What follows belongs to an exercise in optimizing a design on an open flow for small area, a short achievable clock period and few clock cycles per item; a production flow would make more cautious choices. No functional check of the RTL was part of any run shown here.

==> flow/design.v, too long to show whole: its modules and the start of the top module <==
// module rv64m_mul_sequencer: 2690 lines
// module mul_bsel: 10 lines
// module mul_fa: 10 lines
// module mul_add_r: 580 lines
// module mul_add_f: 2012 lines
// module mul_inv: 6 lines
// module mul_nand2: 7 lines
// module mul_nor2: 7 lines
// module mul_xor2: 7 lines
// module mul_xnor2: 7 lines
// module mul_aoi21: 8 lines
// module mul_oai21: 8 lines
// module mul_ao21: 8 lines
module rv64m_mul_sequencer (
  input  logic          clk,
  input  logic          rst_n,
  input  logic          flush,
  input  logic          in_valid,
  output logic          in_ready,
  input  logic [1:0]    in_op,
  input  logic          in_word,
  input  logic [63:0]   in_rs1,
  input  logic [63:0]   in_rs2,
  output logic          out_valid,
  input  logic          out_ready,
  output logic [63:0]   out_result,
  output logic [127:0]  out_product,
  output logic          busy
);
  // ...
==> flow/flow/run.sh <==
#!/bin/bash
# The standard layout (standard.sh, all of ORFS from synthesis to the final
# DEF) with three changes to how the layout is made:
#  - the port buffers are buf_2 cells (the default picks a slow delay cell);
#  - at the end of floorplan, flow/downsize.tcl gives every logic cell its
#    smallest drive strength, so that repair sizes up only what needs it;
#  - timing repair aims for 6.2 ns more setup slack than the clock needs.
# ORFS's own logs stay under orfs/logs; make's output goes to standard.log.
set -euo pipefail
here=$(pwd)
bash standard.sh \
  "BUFFER_PORTS_ARGS=-buffer_cell sky130_fd_sc_hd__buf_2" \
  "POST_FLOORPLAN_TCL=$here/flow/downsize.tcl" \
  SETUP_SLACK_MARGIN=6.2 \
  finish > standard.log 2>&1
==> flow/flow/downsize.tcl <==
# Runs at the end of ORFS's floorplan step (POST_FLOORPLAN_TCL): gives every
# logic cell the smallest drive strength of its kind. The later repair steps
# (repair_design, repair_timing) size up what timing, slew and load need.
set dont [split $::env(DONT_USE_CELLS)]
set smallest [dict create]
set n 0
foreach inst [get_cells *] {
  set ref [get_property $inst ref_name]
  if {![regexp {^(sky130_fd_sc_hd__[a-z0-9]+)_([0-9]+)$} $ref -> base drv]} { continue }
  if {[regexp {tap|conb|fill|decap|clk|dly} $base]} { continue }
  if {![dict exists $smallest $base]} {
    set best ""
    set ba 1e9
    foreach lc [get_lib_cells ${base}_*] {
      set nm [get_name $lc]
      if {![regexp "^${base}_\[0-9\]+\$" $nm]} { continue }
      if {[lsearch -exact $dont $nm] >= 0} { continue }
      set a [get_property $lc area]
      if {$a < $ba} { set ba $a; set best $nm }
    }
    dict set smallest $base $best
  }
  set best [dict get $smallest $base]
  if {$best ne "" && $best ne $ref} {
    replace_cell $inst $best
    incr n
  }
}
puts "downsize.tcl: $n cells given their smallest drive strength"
==> flow/standard.sh <==
#!/bin/bash
# synth_recipe.tcl (not shown) runs the flow's synth.tcl, then flattens the netlist and writes it again
# the make line also repeats each setting of config.mk as NAME=value (left out here)
make -C /OpenROAD-flow-scripts/flow DESIGN_CONFIG=/design/flow/config.mk WORK_HOME=/design/flow/orfs CLKGATE_MAP_FILE= SYNTH_SCRIPT=/design/flow/synth_recipe.tcl "${@:-finish}"
==> flow/config.mk <==
export PLATFORM = sky130hd
export DESIGN_NAME = rv64m_mul_sequencer
export DESIGN_NICKNAME = rv64m_mul_sequencer
export VERILOG_FILES = /design/flow/design.v
export SDC_FILE = /design/flow/constraint.sdc
export NUM_CORES = 4
export LEC_CHECK = 0
export CAP_MARGIN = 20
export CORE_MARGIN = 10
export CORE_UTILIZATION = 55
export CTS_CLUSTER_DIAMETER = 100
export CTS_CLUSTER_SIZE = 30
export SLEW_MARGIN = 20
export SYNTH_HIERARCHICAL = 1
export SYNTH_MINIMUM_KEEP_SIZE = 0
==> flow/constraint.sdc <==
create_clock -name core_clock -period 11.0 [get_ports {clk}]
set_input_delay 2.2000 -clock core_clock [delete_from_list [all_inputs] [get_ports {clk}]]
set_output_delay 2.2000 -clock core_clock [all_outputs]
set_load 0.01 [all_outputs]
==> run notes, run 1 <==
Worst Tran Pin Value=1170 ps; Hold Slack=562 ps; relative slew slack=20.9%; 1st-pass router iterations=10; WL met3=48.1 mm; CORE AREA=0.124 mm²; routed wl met2=139 mm; inverter count=141; Routed WL=330 mm; CP endpoint=out_result[41]; Final Net Count=7942; met3 GRT Util=roughly 18%; biggest regs=acc_c (66), acc_s (65), a_q (64); critical path arrival=3450 ps; syn avg cell area=between 10 and 15 µm²; Non-clock buffers=948; Crit Path Max Fanout=2; Synth Warn #=7; final hold vios=0; outcome=no timing/DRC/antenna violations; setup TNS=0 ps; Post-CTS Resized=1043; maxcap violations=0; Worst-path clk slew=~120 ps; clk buf depth=3
==> run 2: changes to the inputs <==
--- a/flow/config.mk
+++ b/flow/config.mk
@@ -9,6 +9,4 @@
 export CORE_MARGIN = 10
 export CORE_UTILIZATION = 55
-export CTS_CLUSTER_DIAMETER = 100
-export CTS_CLUSTER_SIZE = 30
 export SLEW_MARGIN = 20
 export SYNTH_HIERARCHICAL = 1
==> run 2 against run 1 <==
Effect of this change: still clean; global-route usage shrank 0.14 points; register-to-register slack is essentially flat; area after synthesis is the same; fmax shrank 0.35%; via count grew 0.25%.
==> run notes, run 2 <==
Largest Register=acc_c; number of H-tree levels=2; Final GP Congestion=between 1 and 1.5; Die Wd=approximately 370 µm; initial core utilization=between 50% and 60%; Routed WL=328 mm (-0.71%); critical path data required time=8800 ps; DRT antenna net count=0; Period minus WS final=about 5700 ps; CTS tree=built; Total GRT Usage=44.7%; final setup fails=0; root buffer cell=clkbuf_16; Fmax=between 150 and 200 MHz; Hold Slack=552 ps (-9.79 ps); CP startpoint kind=flip-flop; CORE AREA=0.124 mm² (unchanged); Hold-fix buffers, CTS=0; 1st-pass router iterations=9 (-1); vias in the first global route=60300; port buffer count=330; critical path arrival=3470 ps (+20 ps); crit end category=output pin; final non-filler cell total=between 8000 and 9000; hold path startpoint=active; most common cell after layout, fill and taps aside=fa_1; Tcrit/Tclk final=between 50% and 60%; worst skew pair latency=700 ps; total gr overflow=0; row cnt=approximately 130; Die Y=373 µm; Worst Tran Pin Value=1120 ps (-56.6 ps); WS Path Type=flip-flop to output pin; largest net degree at the start of global routing=roughly 100; Synth Warn #=7 (unchanged); syn avg cell area=11.6 µm² (unchanged); via count=~60000; Worst-path clk slew=70 ps (-50 ps); Hold Path Class=flip-flop to flip-flop; vias per cell=7.07; fin. max-slew vios=0; final hold vios=0 (unchanged); commonest cells after routing, fill and taps aside=fa_1, xnor2_1, a22oi_1, buf_4, nand2_1; routed len/inst=just under 40 µm; layout cells sized above 1=25.1%; maxcap violations=0 (unchanged); setup TNS=0 ps (unchanged); synthesized area=slightly below 0.07 mm²; Synth-to-Final Area Change=12.3%; Num Clock Sinks=351; clk buf depth=3 (unchanged); first-pass GRT wire length=448 mm; initial antenna violation count=18; Post-Syn Instances=around 5900; CP Launch Point=acc_c[12]; Crit Path Max Fanout=3 (+1); number of buffers created by CTS=48; Final Net Count=7918 (-0.30%); max FFs per register=66; relative slew slack=24.7% (+3.8 points); die area=0.139 mm²; outcome=no timing/DRC/antenna violations; # DRC=0; hpwl dp=between 200 and 250 mm; Reg-to-Reg Start=one[2]; biggest regs=acc_c (66), acc_s (65), a_q (64); DR iter-0 viols=between 8000 and 9000; placed insts=7806; Final Skew=35.2 ps; I/O pin total=331; unrepaired setup endpoints after global routing=true
## run 2: cell types whose count changed in the layout (fill, tap and decap cells not counted), moves of 11 or more
cell / previous run / this run
buf_4: 423 / 403
buf_6: 130 / 108
clkbuf_16: 38 / 60
nand2_1: 291 / 308
nand2_2: 83 / 66
o21ai_4: 67 / 56
## run 2: final timing paths
| path | endpoint | slack, ps | cells after the start |
|---|---|---|---|
| max | out_result[41] | 5330 | 12 |
| min | active | 550 | 2 |
| max reg2reg | acc_c[13] | 6150 | 9 |
| min reg2reg | active | 550 | 2 |
## run 2: worst max-delay path, cell delays in order (launching register included)
cell,delay (ps)
edfxtp_1,640
nor2_4,110
nor2_4,200
nand2_2,140
nor2_4,190
nand2_2,140
nor2_4,160
nand2_1,110
o21ai_4,290
buf_12,160
xor2_4,310
a21o_1,180
buf_2,130
## run 2: repair_timing
action                                   CTS  global route
endpoints found under the setup margin   286           212
cloned                                     0            10
setup buffers                            293           106
resized for setup                       1028           359
pin swaps                                146           110
## run 2: area by class of cell
cell class                      count  area (µm²)
Multi-Input combinational cell   5182       54600
Fill cell                       10200       46800
Sequential cell                   351       10200
Timing Repair Buffer              904        7930
Tap cell                         1637        2050
Clock buffer                       59        1330
Inverter                          141         537
Clock inverter                     31         374
Antenna cell                       12        30.0
## run 2: metal layers
layer	vias up	track usage (%)	share of wire (%)
li1	22100	-	-
met3	1777	17.6	15
met5	-	0	0.078
met2	5563	66.1	42
met4	10	35.7	11
met1	29300	51.4	32
## run 2: metrics by stage
stage | util, % | cell area, µm² | setup slack [ps]
after floorplan | - | 68700 | 5740
after global placement | 53.4 | 66100 | 4320
after detailed placement | 53.4 | 66100 | 4200
after CTS | 59.8 | 74100 | 5540
after global routing | 62.1 | 76900 | 5320
final | 62.2 | 77000 | 5330
==> run 3: changes to the inputs <==
--- a/flow/flow/run.sh
+++ b/flow/flow/run.sh
@@ -5,5 +5,5 @@
 #  - at the end of floorplan, flow/downsize.tcl gives every logic cell its
 #    smallest drive strength, so that repair sizes up only what needs it;
-#  - timing repair aims for 6.2 ns more setup slack than the clock needs.
+#  - timing repair aims for 6.15 ns more setup slack than the clock needs.
 # ORFS's own logs stay under orfs/logs; make's output goes to standard.log.
 set -euo pipefail
@@ -12,4 +12,4 @@
   "BUFFER_PORTS_ARGS=-buffer_cell sky130_fd_sc_hd__buf_2" \
   "POST_FLOORPLAN_TCL=$here/flow/downsize.tcl" \
-  SETUP_SLACK_MARGIN=6.2 \
+  SETUP_SLACK_MARGIN=6.15 \
   finish > standard.log 2>&1
--- a/flow/config.mk
+++ b/flow/config.mk
@@ -12,2 +12,3 @@
 export SYNTH_HIERARCHICAL = 1
 export SYNTH_MINIMUM_KEEP_SIZE = 0
+export TNS_END_PERCENT = 0
==> run 3 against run 2 <==
Effect of this change: clock skew down 5.4 ps; sequential cell count stayed put; highest routed layer unchanged; register-to-register slack worse by 730 ps; clock-buffer cell count unchanged; die area is the same; still clean; wire length decreased by 2.9%; worst hold slack lost 11 ps; core utilization fell by 2.9 points; sequential share of layout area grew 0.60 points.
==> run notes, run 3 <==
outcome=no timing/DRC/antenna violations; final non-filler cell total=8183 (-1.6%); initial antenna violation count=15 (-3); fill cell count=10600 (+4.6%); Reg-to-Reg Start=one[8]; CP endpoint=acc_c[19]; setup TNS=0 ps (unchanged); buffer and inverter count on the worst path=1 (-1); max FFs per register=66 (unchanged); commonest cells after routing, fill and taps aside=xnor2_1, fa_1, a22oi_1, buf_4, buf_2; 1st-pass router iterations=9 (unchanged); relative slew slack=23.7% (-0.97 points); vias per cell=7.09 (+0.32%); placed insts=7800 (-0.077%); Synth Warn #=7 (unchanged); crit end category=flip-flop; I/O pin total=331 (unchanged); root buffer cell=clkbuf_16; Crit Path Max Fanout=52 (+49); number of buffers created by CTS=47 (-2.1%); clk buf depth=3 (unchanged); row cnt=129 (unchanged); instance count on the critical path=9 (-3); multi-input logic area=0.0538 mm² (-1.4%); Synth-to-Final Area Change=7.10%; Routed WL=318 mm (-2.9%); worst skew pair latency=670 ps (-30 ps); final setup fails=0 (unchanged); Period minus WS final=5580 ps (-84.0 ps); Total GRT Usage=44.4% (-0.31 points); Register Area=0.0101 mm² (-0.32%); Max stage delay on crit path=860 ps (+220 ps); layout cells sized above 1=21.8% (-3.3 points); hpwl dp=212 mm (+0.45%); worst setup margin=5420 ps (+84.0 ps); critical path arrival=5940 ps (+2470 ps); WS Path Type=flip-flop to flip-flop; via count=58000 (-1.3%); Hold Slack=541 ps (-10.7 ps); Worst Tran Pin Value=1140 ps (+26.3 ps); FF-to-FF End=acc_c[19]; reg2reg path depth=9 (unchanged); maxcap violations=0 (unchanged); CP top delay family=adder cells; Die Wd=373 µm (unchanged); dpl ws=4140 ps (-65.4 ps); syn avg cell area=11.6 µm² (unchanged); Post-Syn Instances=5896 (unchanged); port buffer count=330 (unchanged); CP startpoint kind=flip-flop; Tcrit/Tclk final=50.8% (-0.76 points); first-pass GRT wire length=446 mm (-0.41%); biggest regs=acc_c (66), acc_s (65), a_q (64); CTS tree=built; CORE AREA=0.124 mm² (unchanged); Fmax=179 MHz (+1.5%); Final GP Congestion=1.04 (+1.1%); Final Net Count=7786 (-1.7%); Num Clock Sinks=351 (unchanged); Hold-fix buffers, CTS=0 (unchanged); final hold vios=0 (unchanged); number of H-tree levels=2 (unchanged); total gr overflow=0 (unchanged); DR iter-0 viols=8406 (-2.8%); Critical-path top delay cell=dfxtp_2; Die Y=373 µm (unchanged); Final Skew=29.8 ps (-5.37 ps); Hold Path Class=flip-flop to flip-flop; routed len/inst=38.9 µm (-1.3%); DRT antenna net count=0 (unchanged); die area=0.139 mm² (unchanged); Largest Register=acc_c; Worst-path clk slew=60 ps (about the same); Reg2Reg Setup Slack=5420 ps (-730 ps); CP Launch Point=one[8]; # DRC=0 (unchanged); critical path data required time=11360 ps (+2560 ps); most common cell after layout, fill and taps aside=xnor2_1; synthesized area=0.0685 mm² (unchanged); initial core utilization=55.4% (unchanged); vias in the first global route=60300 (-0.061%); crit-path cells=buf_4, a22oi_1, xnor2_1, fa_1, fa_1, fa_1, fa_1, fa_1, fa_1; fin. max-slew vios=0 (unchanged); Crit path top cell by count=fa_1; unrepaired setup endpoints after global routing=true; largest net degree at the start of global routing=174 (+67%)
==> run 3: worst min path at each step <==
stage	start	to	slack [ps]	depth (start not counted)
2_1_floorplan	active	active	460	2
3_3_place_gp	active	active	500	2
3_5_place_dp	active	active	520	2
4_1_cts	active	active	530	2
5_1_grt	active	active	570	2
6_report	active	active	540	2
==> run 3: area by class of cell <==
| type | instances | share of cell area, % |
|---|---|---|
| antenna | 11 | 0.0375 |
| clock buffer | 59 | 1.66 |
| clock inverter | 29 | 0.614 |
| inverter | 141 | 0.728 |
| multi-input combinational | 5182 | 73.3 |
| sequential | 351 | 13.8 |
| tap | 1637 | 2.79 |
| timing repair buffer | 773 | 7.11 |
==> run 3: through the flow <==
| stage | cell area, µm² | util [%] |
|---|---|---|
| 6_report | 73400 | 59.3 |
| 5_1_grt | 73400 | 59.3 |
| 4_1_cts | 71700 | 57.9 |
| 3_5_place_dp | 66100 | 53.4 |
| 3_3_place_gp | 66100 | 53.4 |
| 2_1_floorplan | 68600 | - |
==> run 3: worst reg2reg max path: cells and delay by family, from the launching register on <==
family	cells	cell delay (ps)
adders and majority gates	6	3070
AOI/OAI and AO/OA	1	330
xor gates and xnor gates	1	200
buffers and inverters	1	840
DFF	1	860
==> run 3: repair_timing <==
action / in CTS / in global routing
buffers inserted: 221 / 63
resized for setup: 668 / 270
endpoints found under the setup margin: 280 / 282
pin swaps: 117 / 107
endpoints found under the hold margin: 0 / 0
==> run 3: routing by layer <==
layer	wire length (µm)	GRT usage, %
met4	34200	35.5
met3	44800	16.0
met5	184	1.51
met2	134000	65.7
met1	105000	51.7

==> port drivers added, routing unchanged <==
In the flow no input, the clock included, has a driving cell. The finished layouts below were timed again as built, in two steps. Step 1 sets driving cells, clkbuf_16 on the clock port and buf_2 on the other inputs (assumed; they add their load-dependent delay and slew). Step 2 adds t to the input delays and takes it off the output delays; t is the mean of the earliest and latest rising clock arrival at the registers after step 1. Input paths then give back, and output paths get back, about the clock's delay inside the block. a / b / c = ideal / step 1 / step 2; a / b = the first two.
| run | shift t [ns] | setup WS [ns] | hold slack, ns |
|---|---|---|---|
| run 1 | 0.786 | 5.351 / 5.264 / 6.050 | 0.562 / 0.562 / 0.562 |
| run 2 | 0.758 | 5.331 / 5.252 / 6.010 | 0.552 / 0.552 / 0.552 |
| run 3 | 0.743 | 5.415 / 5.344 / 5.415 | 0.541 / 0.541 / 0.541 |
After both steps setup and hold are still met in every run listed.
